Source: an optimization exercise on an open RTL-to-GDS flow (aim: small area, a short achievable clock period and few clock cycles per item). Production flows keep margins and buffers that such runs may drop.
At most, simulation tests tie the RTL to the original design; equivalence was not proved.
No activity file was given, so power comes from the tool's default toggle rates.

Setup of JK:
Design window_stack_hit_test, start of the top module:
module window_stack_hit_test (
  input  logic                                clk_i,
  input  logic                                rst_ni,
  input  logic                                in_valid_i,
  output logic                                in_ready_o,
  input  logic                                command_i,
  input  logic [wsh_pkg::SLOT_W-1:0]          slot_i,
  input  logic [wsh_pkg::COORD_BITS-1:0]      left_i,
  input  logic [wsh_pkg::COORD_BITS-1:0]      bottom_i,
  input  logic [wsh_pkg::COORD_BITS-1:0]      right_i,
  input  logic [wsh_pkg::COORD_BITS-1:0]      top_i,
  input  logic [wsh_pkg::COORD_BITS-1:0]      point_x_i,
  input  logic [wsh_pkg::COORD_BITS-1:0]      point_y_i,
  output logic                                out_valid_o,
  input  logic                                out_ready_i,
  output logic                                hit_o,
  output logic [wsh_pkg::ID_OUT_W-1:0]        window_id_o,
  input  logic                                psel,
  input  logic                                penable,
  input  logic                                pwrite,
  input  logic [wsh_pkg::APB_AW-1:0]          paddr,
  input  logic [wsh_pkg::APB_DW-1:0]          pwdata,
  output logic [wsh_pkg::APB_DW-1:0]          prdata,
  output logic                                pready
);
export LEC_CHECK = 0
export CAP_MARGIN = 30
export CELL_PAD_IN_SITES_DETAIL_PLACEMENT = 2
export CELL_PAD_IN_SITES_GLOBAL_PLACEMENT = 2
export CORE_MARGIN = 2
export CORE_UTILIZATION = 35
export CTS_BUF_LIST = sky130_fd_sc_hd__clkbuf_8
export CTS_CLUSTER_DIAMETER = 50
export CTS_CLUSTER_SIZE = 16
export SETUP_SLACK_MARGIN = 4.18
export SLEW_MARGIN = 20
create_clock -name core_clock -period 8.0 [get_ports {clk_i}]
run.sh (not shown) runs the stock make flow with config.mk's settings and CLKGATE_MAP_FILE= SYNTH_SCRIPT=/design/flow/synth_recipe.tcl, a recipe that flattens the netlist after the stock synthesis.
## Diff of input files: MS against JK
--- a/flow/design.v
+++ b/flow/design.v
@@ -122,17 +122,18 @@
   assign out_valid_o = v_q[0];
   assign hit_o       = e0_q[RW-1];
   assign window_id_o = e0_q[RW-2:0];
 endmodule
 module wsh_cmp (
   input  logic [4*wsh_pkg::COORD_BITS-1:0] rect_i,
   input  logic [wsh_pkg::COORD_BITS-1:0]   x_i,
   input  logic [wsh_pkg::COORD_BITS-1:0]   y_i,
-  output logic                             in_o
+  output logic                             in_x_o,
+  output logic                             in_y_o
 );
   localparam int CB = wsh_pkg::COORD_BITS;
   function automatic logic ge(input logic [11:0] a, input logic [11:0] b);
     logic [11:0] g1, q1;
     logic [5:0]  g2, q2;
     logic [2:0]  g3, q3;
     logic        g4;
     g1    = a & ~b;
@@ -144,18 +145,18 @@
     end
     for (int i = 0; i < 3; i++) begin
       g3[i] = g2[2*i+1] | (q2[2*i+1] & g2[2*i]);
       q3[i] = q2[2*i+1] & q2[2*i];
     end
     g4 = g3[1] | (q3[1] & g3[0]);
     ge = g3[2] | (q3[2] & g4);
   endfunction
-  assign in_o = ge(x_i, rect_i[4*CB-1:3*CB]) && ge(rect_i[2*CB-1:CB], x_i)
-             && ge(y_i, rect_i[3*CB-1:2*CB]) && ge(rect_i[CB-1:0], y_i);
+  assign in_x_o = ge(x_i, rect_i[4*CB-1:3*CB]) && ge(rect_i[2*CB-1:CB], x_i);
+  assign in_y_o = ge(y_i, rect_i[3*CB-1:2*CB]) && ge(rect_i[CB-1:0], y_i);
 endmodule
 module wsh_dp (
   input  logic                           clk_i,
   input  logic                           rst_ni,
   input  logic                           accept_i,
   input  logic                           command_i,
   input  logic [wsh_pkg::MAX_WINDOWS-1:0] act_i,
   input  logic [wsh_pkg::SLOT_W-1:0]     slot_i,
@@ -184,20 +185,21 @@
   logic          ck_a_q;     
   logic [3:0]    pos_a_q;    
   logic [RW-1:0] dat_a_q;    
   logic          slot_ok;
   logic          ld_b_q;
   logic          ck_b_q;
   logic [3:0]    pos_b_q;
   logic [RW-1:0] dat_b_q;
-  logic [NW-1:0] m_b_q;      
+  logic [NW-1:0] mx_b_q;     
+  logic [NW-1:0] my_b_q;
   logic [CB-1:0] px, py;
-  logic [NW-1:0] m_a;
-  logic          m_fw;
+  logic [NW-1:0] mx_a, my_a;
+  logic          mx_fw, my_fw;
   logic [3:0]    ld_e;
   assign slot_ok = (slot_i >= 1) && (slot_i <= NW);
   always_ff @(posedge clk_i or negedge rst_ni) begin
     if (!rst_ni) begin
       ld_a_q <= 1'b0;
       ck_a_q <= 1'b0;
       ld_b_q <= 1'b0;
       ck_b_q <= 1'b0;
@@ -217,42 +219,45 @@
   end
   assign px = dat_a_q[2*CB-1:CB];
   assign py = dat_a_q[CB-1:0];
   for (genvar e = 0; e < NW; e++) begin : g_cmp
     wsh_cmp u_cmp (
       .rect_i (rect_q[e]),
       .x_i    (px),
       .y_i    (py),
-      .in_o   (m_a[e])
+      .in_x_o (mx_a[e]),
+      .in_y_o (my_a[e])
     );
   end
   wsh_cmp u_cmp_ld (
     .rect_i (dat_b_q),
     .x_i    (px),
     .y_i    (py),
-    .in_o   (m_fw)
+    .in_x_o (mx_fw),
+    .in_y_o (my_fw)
   );
   always_ff @(posedge clk_i) begin
     for (int e = 0; e < NW; e++) begin
-      m_b_q[e] <= (ld_b_q && (ld_e == e)) ? m_fw : m_a[e];
+      mx_b_q[e] <= (ld_b_q && (ld_e == e)) ? mx_fw : mx_a[e];
+      my_b_q[e] <= (ld_b_q && (ld_e == e)) ? my_fw : my_a[e];
     end
   end
   logic [NW-1:0] last;
   logic [NW-1:0] mp;
   logic [NW-1:0] above;
   logic [NW-1:0] upto;
   logic [NW-1:0] shift;
   logic          found;
   logic [3:0]    win;
   always_comb begin
     for (int p = 0; p < NW; p++) begin
       mp[p]   = 1'b0;
       for (int e = 0; e < NW; e++) begin
-        mp[p] = mp[p] | (m_b_q[e] && (perm_q[p] == e));
+        mp[p] = mp[p] | (mx_b_q[e] && my_b_q[e] && (perm_q[p] == e));
       end
       mp[p]   = mp[p] && act_i[p];
       last[p] = act_i[p] && ((p == NW - 1) || !act_i[(p + 1) % NW]);
     end
   end
   function automatic logic [4:0] pick(input logic [NW-1:0] m, input logic [NW-1:0][3:0] d);
     logic [7:0][4:0] l1;
     logic [3:0][4:0] l2;
==> run notes <==
- Combinational share of power came out higher on MS than on JK.
- Total power of MS is higher than that of JK.
- Between MS and JK, it is MS whose number of tapcells is higher, by 27.
- Re number of cells traversed by the worst register-to-register path: MS is 2 up on JK.
- Looking at count of multi-input combinational gates, MS sits 83 above JK.
- Higher cell depth of the worst setup path was reported by MS, not JK.
- NOTE number of filler cells placed in the layout JK->MS increased by a few percent
- Comparing MS and JK, the higher core area was measured on MS.
- Per the comparison of MS with JK, effective utilization at floorplan about even; final critical-path share of the clock period saw a decrease.
- Diff MS..JK | wire length on met3 | negligible
Testbench counts of MS, summed over its fixed seeds: cycles 9,632, items 9,600.
Function not checked in JK: the RTL went through the layout flow alone.


## P
window_stack_hit_test with an RTL version that a note above also has.
For scale: ~4200 cells after synthesis, roughly 1100 flip-flops.
Design window_stack_hit_test, start of the top module:
module window_stack_hit_test (
  input  logic                                clk_i,
  input  logic                                rst_ni,
  input  logic                                in_valid_i,
  output logic                                in_ready_o,
  input  logic                                command_i,
  input  logic [wsh_pkg::SLOT_W-1:0]          slot_i,
  input  logic [wsh_pkg::COORD_BITS-1:0]      left_i,
  input  logic [wsh_pkg::COORD_BITS-1:0]      bottom_i,
  input  logic [wsh_pkg::COORD_BITS-1:0]      right_i,
  input  logic [wsh_pkg::COORD_BITS-1:0]      top_i,
  input  logic [wsh_pkg::COORD_BITS-1:0]      point_x_i,
  input  logic [wsh_pkg::COORD_BITS-1:0]      point_y_i,
  output logic                                out_valid_o,
  input  logic                                out_ready_i,
  output logic                                hit_o,
  output logic [wsh_pkg::ID_OUT_W-1:0]        window_id_o,
  input  logic                                psel,
  input  logic                                penable,
  input  logic                                pwrite,
  input  logic [wsh_pkg::APB_AW-1:0]          paddr,
  input  logic [wsh_pkg::APB_DW-1:0]          pwdata,
  output logic [wsh_pkg::APB_DW-1:0]          prdata,
  output logic                                pready
);
  localparam int CB = wsh_pkg::COORD_BITS;
  ...
Settings: LEC_CHECK=0, CAP_MARGIN=30, CELL_PAD_IN_SITES_DETAIL_PLACEMENT=2, CELL_PAD_IN_SITES_GLOBAL_PLACEMENT=2, CORE_MARGIN=2, CORE_UTILIZATION=35, CTS_BUF_LIST=sky130_fd_sc_hd__clkbuf_8, CTS_CLUSTER_DIAMETER=50, CTS_CLUSTER_SIZE=16, SETUP_SLACK_MARGIN=4.25, SLEW_MARGIN=20; clock period 8.0 ns.
P | stages: all done | timing, DRC, antenna: all pass
Testbench counts of P, summed over its fixed seeds: cycles 9,632, items 9,600.
The inputs of Q differ from those of P as listed below.
-- flow/design.v --
<<< P, line 128
  input  logic [wsh_pkg::COORD_BITS-1:0]   x_i,
  input  logic [wsh_pkg::COORD_BITS-1:0]   y_i,
  output logic                             in_x_o,
  output logic                             in_y_o
);
  localparam int CB = wsh_pkg::COORD_BITS;
>>> Q, line 128
  input  logic [wsh_pkg::COORD_BITS-1:0]   x_i,
  input  logic [wsh_pkg::COORD_BITS-1:0]   y_i,
  output logic                             in_o
);
  localparam int CB = wsh_pkg::COORD_BITS;
<<< P, line 151
    ge = g3[2] | (q3[2] & g4);
  endfunction
  assign in_x_o = ge(x_i, rect_i[4*CB-1:3*CB]) && ge(rect_i[2*CB-1:CB], x_i);
  assign in_y_o = ge(y_i, rect_i[3*CB-1:2*CB]) && ge(rect_i[CB-1:0], y_i);
endmodule
module wsh_dp (
>>> Q, line 150
    ge = g3[2] | (q3[2] & g4);
  endfunction
  assign in_o = ge(x_i, rect_i[4*CB-1:3*CB]) && ge(rect_i[2*CB-1:CB], x_i)
             && ge(y_i, rect_i[3*CB-1:2*CB]) && ge(rect_i[CB-1:0], y_i);
endmodule
module wsh_dp (
<<< P, line 191
  logic [3:0]    pos_b_q;
  logic [RW-1:0] dat_b_q;
  logic [NW-1:0] mx_b_q;     
  logic [NW-1:0] my_b_q;
  logic [CB-1:0] px, py;
  logic [NW-1:0] mx_a, my_a;
  logic          mx_fw, my_fw;
  logic [3:0]    ld_e;
  assign slot_ok = (slot_i >= 1) && (slot_i <= NW);
>>> Q, line 190
  logic [3:0]    pos_b_q;
  logic [RW-1:0] dat_b_q;
  logic [NW-1:0] m_b_q;      
  logic [CB-1:0] px, py;
  logic [NW-1:0] m_a;
  logic          m_fw;
  logic [3:0]    ld_e;
  assign slot_ok = (slot_i >= 1) && (slot_i <= NW);
<<< P, line 225
      .x_i    (px),
      .y_i    (py),
      .in_x_o (mx_a[e]),
      .in_y_o (my_a[e])
    );
  end
>>> Q, line 223
      .x_i    (px),
      .y_i    (py),
      .in_o   (m_a[e])
    );
  end
<<< P, line 233
    .x_i    (px),
    .y_i    (py),
    .in_x_o (mx_fw),
    .in_y_o (my_fw)
  );
  always_ff @(posedge clk_i) begin
    for (int e = 0; e < NW; e++) begin
      mx_b_q[e] <= (ld_b_q && (ld_e == e)) ? mx_fw : mx_a[e];
      my_b_q[e] <= (ld_b_q && (ld_e == e)) ? my_fw : my_a[e];
    end
  end
>>> Q, line 230
    .x_i    (px),
    .y_i    (py),
    .in_o   (m_fw)
  );
  always_ff @(posedge clk_i) begin
    for (int e = 0; e < NW; e++) begin
      m_b_q[e] <= (ld_b_q && (ld_e == e)) ? m_fw : m_a[e];
    end
  end
<<< P, line 253
      mp[p]   = 1'b0;
      for (int e = 0; e < NW; e++) begin
        mp[p] = mp[p] | (mx_b_q[e] && my_b_q[e] && (perm_q[p] == e));
      end
      mp[p]   = mp[p] && act_i[p];
>>> Q, line 248
      mp[p]   = 1'b0;
      for (int e = 0; e < NW; e++) begin
        mp[p] = mp[p] | (m_b_q[e] && (perm_q[p] == e));
      end
      mp[p]   = mp[p] && act_i[p];
Q closes out successfully: all stages finished, all timing, DRC and antenna checks passed. Compared with P, Q is more frugal on power. Count of routing violations after the opening detailed-route iteration: Q better than P. Taking P as the reference, in Q part of the Yosys area used for sequential elements rose 0.93 points; synthesized area fell 2.6%. Looking at startpoint of the most critical setup path, the u_dp.dat_a_q[12] result is from Q; the u_dp.dat_a_q[0] one comes from P. Q against P: sequential cell count down 16; worst slack on hold paths now larger; design area went down; arrival time reported for the critical path endpoint climbed 0.29 ns.
The RTL of Q was laid out without a check of its function.


Another version of the RTL of window_stack_hit_test (not shown whole).
Size: roughly 1,100 flip-flops, about 53,000 sq um of cells after synthesis.
==> module wsh_dp, before the edit <==
module wsh_dp (
  input  logic                           clk_i,
  input  logic                           rst_ni,
  input  logic                           accept_i,
  input  logic                           command_i,
  input  logic [wsh_pkg::MAX_WINDOWS-1:0] act_i,
  input  logic [wsh_pkg::SLOT_W-1:0]     slot_i,
  input  logic [wsh_pkg::COORD_BITS-1:0] left_i,
  input  logic [wsh_pkg::COORD_BITS-1:0] bottom_i,
  input  logic [wsh_pkg::COORD_BITS-1:0] right_i,
  input  logic [wsh_pkg::COORD_BITS-1:0] top_i,
  input  logic [wsh_pkg::COORD_BITS-1:0] point_x_i,
  input  logic [wsh_pkg::COORD_BITS-1:0] point_y_i,
  output logic                           res_we_o,
  output logic                           hit_o,
  output logic [wsh_pkg::ID_OUT_W-1:0]   window_id_o
);
  localparam int NW = wsh_pkg::MAX_WINDOWS;
  localparam int CB = wsh_pkg::COORD_BITS;
  localparam int RW = 4 * CB;
  logic [NW-1:0][RW-1:0] rect_q;
  logic [NW-1:0][3:0]    perm_q;
  logic [NW-1:0][3:0]    idp_q;
  logic [NW-1:0]         sh_q;       
  logic [NW-1:0]         hs_q;       
  logic                  fd_q;       
  logic                  rv_q;       
  logic          ld_a_q;     
  logic          ck_a_q;     
  logic [3:0]    pos_a_q;    
  logic [RW-1:0] dat_a_q;    
  logic          slot_ok;
  logic          ld_b_q;
  logic          ck_b_q;
  logic [3:0]    pos_b_q;
  logic [RW-1:0] dat_b_q;
  logic [NW-1:0] m_b_q;      
  logic [NW-1:0] fws_q;      
  logic          mfw_q;      
  logic [CB-1:0] px, py;
  logic [NW-1:0] m_a;
  logic          m_fw;
  logic [3:0]    ld_e;
  assign slot_ok = (slot_i >= 1) && (slot_i <= NW);
  always_ff @(posedge clk_i or negedge rst_ni) begin
    if (!rst_ni) begin
      ld_a_q <= 1'b0;
      ck_a_q <= 1'b0;
      ld_b_q <= 1'b0;
      ck_b_q <= 1'b0;
    end else begin
      ld_a_q <= accept_i && (command_i == wsh_pkg::CMD_LOAD) && slot_ok;
      ck_a_q <= accept_i && (command_i == wsh_pkg::CMD_CLICK);
      ld_b_q <= ld_a_q;
      ck_b_q <= ck_a_q;
    end
  end
  always_ff @(posedge clk_i) begin
    pos_a_q <= 4'(slot_i - 5'd1);
    dat_a_q <= (command_i == wsh_pkg::CMD_CLICK) ? {left_i, bottom_i, point_x_i, point_y_i}
                                                 : {left_i, bottom_i, right_i, top_i};
    pos_b_q <= pos_a_q;
    dat_b_q <= dat_a_q;
  end
  assign px = dat_a_q[2*CB-1:CB];
  assign py = dat_a_q[CB-1:0];
  for (genvar e = 0; e < NW; e++) begin : g_cmp
    wsh_cmp u_cmp (
      .rect_i (rect_q[e]),
      .x_i    (px),
      .y_i    (py),
      .in_o   (m_a[e])
    );
  end
  wsh_cmp u_cmp_ld (
    .rect_i (dat_b_q),
    .x_i    (px),
    .y_i    (py),
    .in_o   (m_fw)
  );
  always_ff @(posedge clk_i) begin
    m_b_q <= m_a;
    mfw_q <= m_fw;
    for (int e = 0; e < NW; e++) begin
      fws_q[e] <= ld_b_q && (ld_e == e);
    end
  end
  logic [NW-1:0]      last;
  logic [NW-1:0]      topw;
  logic [3:0]         pw;
  logic [3:0]         iw;
  logic [NW-1:0][3:0] perm_c;
  logic [NW-1:0][3:0] idp_c;
  always_comb begin
    pw = '0;
    iw = '0;
    for (int p = 0; p < NW; p++) begin
      last[p] = act_i[p] && ((p == NW - 1) || !act_i[(p + 1) % NW]);
      topw[p] = last[p] && fd_q;
      pw      = pw | (hs_q[p] ? perm_q[p] : 4'd0);
      iw      = iw | (hs_q[p] ? idp_q[p] : 4'd0);
    end
    for (int p = 0; p < NW; p++) begin
      if (topw[p]) begin
        perm_c[p] = pw;
        idp_c[p]  = iw;
      end else if (sh_q[p]) begin
        perm_c[p] = perm_q[(p + 1) % NW];
        idp_c[p]  = idp_q[(p + 1) % NW];
      end else begin
        perm_c[p] = perm_q[p];
        idp_c[p]  = idp_q[p];
      end
    end
  end
  logic [NW-1:0] m_e;
  logic [NW-1:0] ml;
  logic          tophit;
  logic [NW-1:0] mp;
  logic [NW-1:0] above;
  logic [NW-1:0] upto;
  logic          found;
  always_comb begin
    for (int e = 0; e < NW; e++) begin
      m_e[e] = fws_q[e] ? mfw_q : m_b_q[e];
    end
    tophit = 1'b0;
    for (int p = 0; p < NW; p++) begin
      ml[p]  = m_e[perm_q[p]];
      tophit = tophit | (hs_q[p] && ml[p]);
    end
    for (int p = 0; p < NW; p++) begin
      if (topw[p]) begin
        mp[p] = tophit;
      end else if (sh_q[p]) begin
        mp[p] = ml[(p + 1) % NW] && act_i[p];
      end else begin
        mp[p] = ml[p] && act_i[p];
      end
    end
    above[NW-1] = 1'b0;
    for (int p = NW - 2; p >= 0; p--) begin
      above[p] = above[p+1] || mp[p+1];
    end
    upto[0] = mp[0];
    for (int p = 1; p < NW; p++) begin
      upto[p] = upto[p-1] || mp[p];
    end
    found = upto[NW-1];
  end
  always_ff @(posedge clk_i or negedge rst_ni) begin
    if (!rst_ni) begin
      sh_q <= '0;
      hs_q <= '0;
      fd_q <= 1'b0;
      rv_q <= 1'b0;
    end else begin
      for (int p = 0; p < NW; p++) begin
        sh_q[p] <= ck_b_q && upto[p] && !above[p] && act_i[p] && !last[p];
        hs_q[p] <= ck_b_q && mp[p] && !above[p];
      end
      fd_q <= ck_b_q && found;
      rv_q <= ck_b_q;
    end
  end
  always_ff @(posedge clk_i or negedge rst_ni) begin
    if (!rst_ni) begin
      for (int p = 0; p < NW; p++) begin
        perm_q[p] <= 4'(p);
        idp_q[p]  <= 4'(p + 1);
      end
    end else begin
      perm_q <= perm_c;
      for (int p = 0; p < NW; p++) begin
        idp_q[p] <= (ld_b_q && (pos_b_q == p)) ? pos_b_q + 4'd1 : idp_c[p];
      end
    end
  end
  assign ld_e = perm_c[pos_b_q];
  for (genvar e = 0; e < NW; e++) begin : g_entry
    always_ff @(posedge clk_i) begin
      if (ld_b_q && (ld_e == e)) begin
        rect_q[e] <= dat_b_q;
      end
    end
  end
  logic [3:0] rid;
  always_comb begin
    rid = '0;
    for (int p = 0; p < NW; p++) begin
      rid = rid | (hs_q[p] ? idp_q[p] : 4'd0);
    end
  end
  assign res_we_o    = rv_q;
  assign hit_o       = fd_q;
  assign window_id_o = fd_q ? {(rid == 4'd0), rid} : 5'd0;
endmodule
==> flow/config.mk <==
export PLATFORM = sky130hd
export DESIGN_NAME = window_stack_hit_test
export DESIGN_NICKNAME = window_stack_hit_test
export VERILOG_FILES = /design/flow/design.v
export SDC_FILE = /design/flow/constraint.sdc
export NUM_CORES = 4
export LEC_CHECK = 0
export CAP_MARGIN = 30
export CELL_PAD_IN_SITES_DETAIL_PLACEMENT = 2
export CELL_PAD_IN_SITES_GLOBAL_PLACEMENT = 2
export CORE_MARGIN = 2
export CORE_UTILIZATION = 35
export CTS_BUF_LIST = sky130_fd_sc_hd__clkbuf_8
export SETUP_SLACK_MARGIN = 4.3
export SLEW_MARGIN = 20
==> flow/constraint.sdc <==
create_clock -name core_clock -period 8.0 [get_ports {clk_i}]
set_input_delay 1.6000 -clock core_clock [delete_from_list [all_inputs] [get_ports {clk_i}]]
set_output_delay 1.6000 -clock core_clock [all_outputs]
set_load 0.01 [all_outputs]
The baseline produced a clean layout.
Then changed:
--- a/flow/design.v
+++ b/flow/design.v
@@ -190,6 +190,9 @@
   logic [RW-1:0] dat_b_q;
   logic [NW-1:0] m_b_q;      
-  logic [NW-1:0] fws_q;      
+  logic          fwv_q;      
+  logic [3:0]    fwp_q;      
   logic          mfw_q;      
+  logic [3:0]    la_q;       
+  logic [3:0]    lb_q;       
   logic [CB-1:0] px, py;
   logic [NW-1:0] m_a;
@@ -233,10 +236,17 @@
     .in_o   (m_fw)
   );
+  always_ff @(posedge clk_i or negedge rst_ni) begin
+    if (!rst_ni) begin
+      fwv_q <= 1'b0;
+    end else begin
+      fwv_q <= ld_b_q;
+    end
+  end
   always_ff @(posedge clk_i) begin
     m_b_q <= m_a;
     mfw_q <= m_fw;
-    for (int e = 0; e < NW; e++) begin
-      fws_q[e] <= ld_b_q && (ld_e == e);
-    end
+    fwp_q <= pos_b_q;
+    la_q  <= perm_c[pos_a_q];
+    lb_q  <= perm_c[(pos_a_q + 4'd1) % NW];
   end
   logic [NW-1:0]      last;
@@ -268,5 +278,4 @@
     end
   end
-  logic [NW-1:0] m_e;
   logic [NW-1:0] ml;
   logic          tophit;
@@ -276,19 +285,16 @@
   logic          found;
   always_comb begin
-    for (int e = 0; e < NW; e++) begin
-      m_e[e] = fws_q[e] ? mfw_q : m_b_q[e];
-    end
     tophit = 1'b0;
     for (int p = 0; p < NW; p++) begin
-      ml[p]  = m_e[perm_q[p]];
+      ml[p]  = m_b_q[perm_q[p]];
       tophit = tophit | (hs_q[p] && ml[p]);
     end
     for (int p = 0; p < NW; p++) begin
-      if (topw[p]) begin
-        mp[p] = tophit;
+      if (fwv_q && (fwp_q == p)) begin
+        mp[p] = mfw_q && act_i[p];
       end else if (sh_q[p]) begin
         mp[p] = ml[(p + 1) % NW] && act_i[p];
       end else begin
-        mp[p] = ml[p] && act_i[p];
+        mp[p] = ml[p] && act_i[p] && !topw[p];
       end
     end
@@ -311,8 +317,8 @@
     end else begin
       for (int p = 0; p < NW; p++) begin
-        sh_q[p] <= ck_b_q && upto[p] && !above[p] && act_i[p] && !last[p];
-        hs_q[p] <= ck_b_q && mp[p] && !above[p];
+        sh_q[p] <= ck_b_q && !tophit && upto[p] && !above[p] && act_i[p] && !last[p];
+        hs_q[p] <= ck_b_q && (tophit ? topw[p] : (mp[p] && !above[p]));
       end
-      fd_q <= ck_b_q && found;
+      fd_q <= ck_b_q && (tophit || found);
       rv_q <= ck_b_q;
     end
@@ -331,5 +337,16 @@
     end
   end
-  assign ld_e = perm_c[pos_b_q];
+  always_comb begin
+    ld_e = la_q;
+    for (int p = 0; p < NW; p++) begin
+      if (pos_b_q == p) begin
+        if (topw[p]) begin
+          ld_e = pw;
+        end else if (sh_q[p]) begin
+          ld_e = lb_q;
+        end
+      end
+    end
+  end
   for (genvar e = 0; e < NW; e++) begin : g_entry
     always_ff @(posedge clk_i) begin
The new run passed the timing, design-rule and antenna checks.
Sequential power came out higher slightly.
Synthesized cell count came out higher by about a fifth.
Final area came out higher by a few percent.
Hold slack gets better by 11 ps.
Clock skew came out lower by 9.7 ps.
Via count came out higher by about a fifth.
Power came out higher by a few percent.
Function was not checked in any run of this note: the RTL went through the layout flow alone.

==> static timing again, ports no longer ideal <==
Ports are ideal in the flow. The routed layouts listed here were re-timed in OpenROAD.
Step 1 (the two cells are an assumption about what drives the block):
set clk [get_ports {clk_i}]
set_driving_cell -lib_cell sky130_fd_sc_hd__clkbuf_16 $clk
set_driving_cell -lib_cell sky130_fd_sc_hd__buf_2 [delete_from_list [all_inputs] $clk]
Step 2 also shifts input and output timing later by t, the mid clock arrival at the registers, as if the neighbouring blocks saw the same clock.
Slacks: ideal / step 1 / step 2; pairs: ideal / step 1.
run | t (ns) | setup slack, ns | cell pins on the clock port's net
JK | 0.939 | 3.996 / 3.996 / 3.996 | 1
MS | 0.947 | 4.166 / 4.166 / 4.166 | 1
P | 0.929 | 4.211 / 4.211 / 4.211 | 1
Q | 0.944 | 3.957 / 3.957 / 3.957 | 1
the first run of note 3 | 1.000 | 3.758 / 3.758 / 3.758 | 1
the second run of note 3 | 1.022 | 3.596 / 3.596 / 3.596 | 1
After both steps every run listed still meets setup and hold.
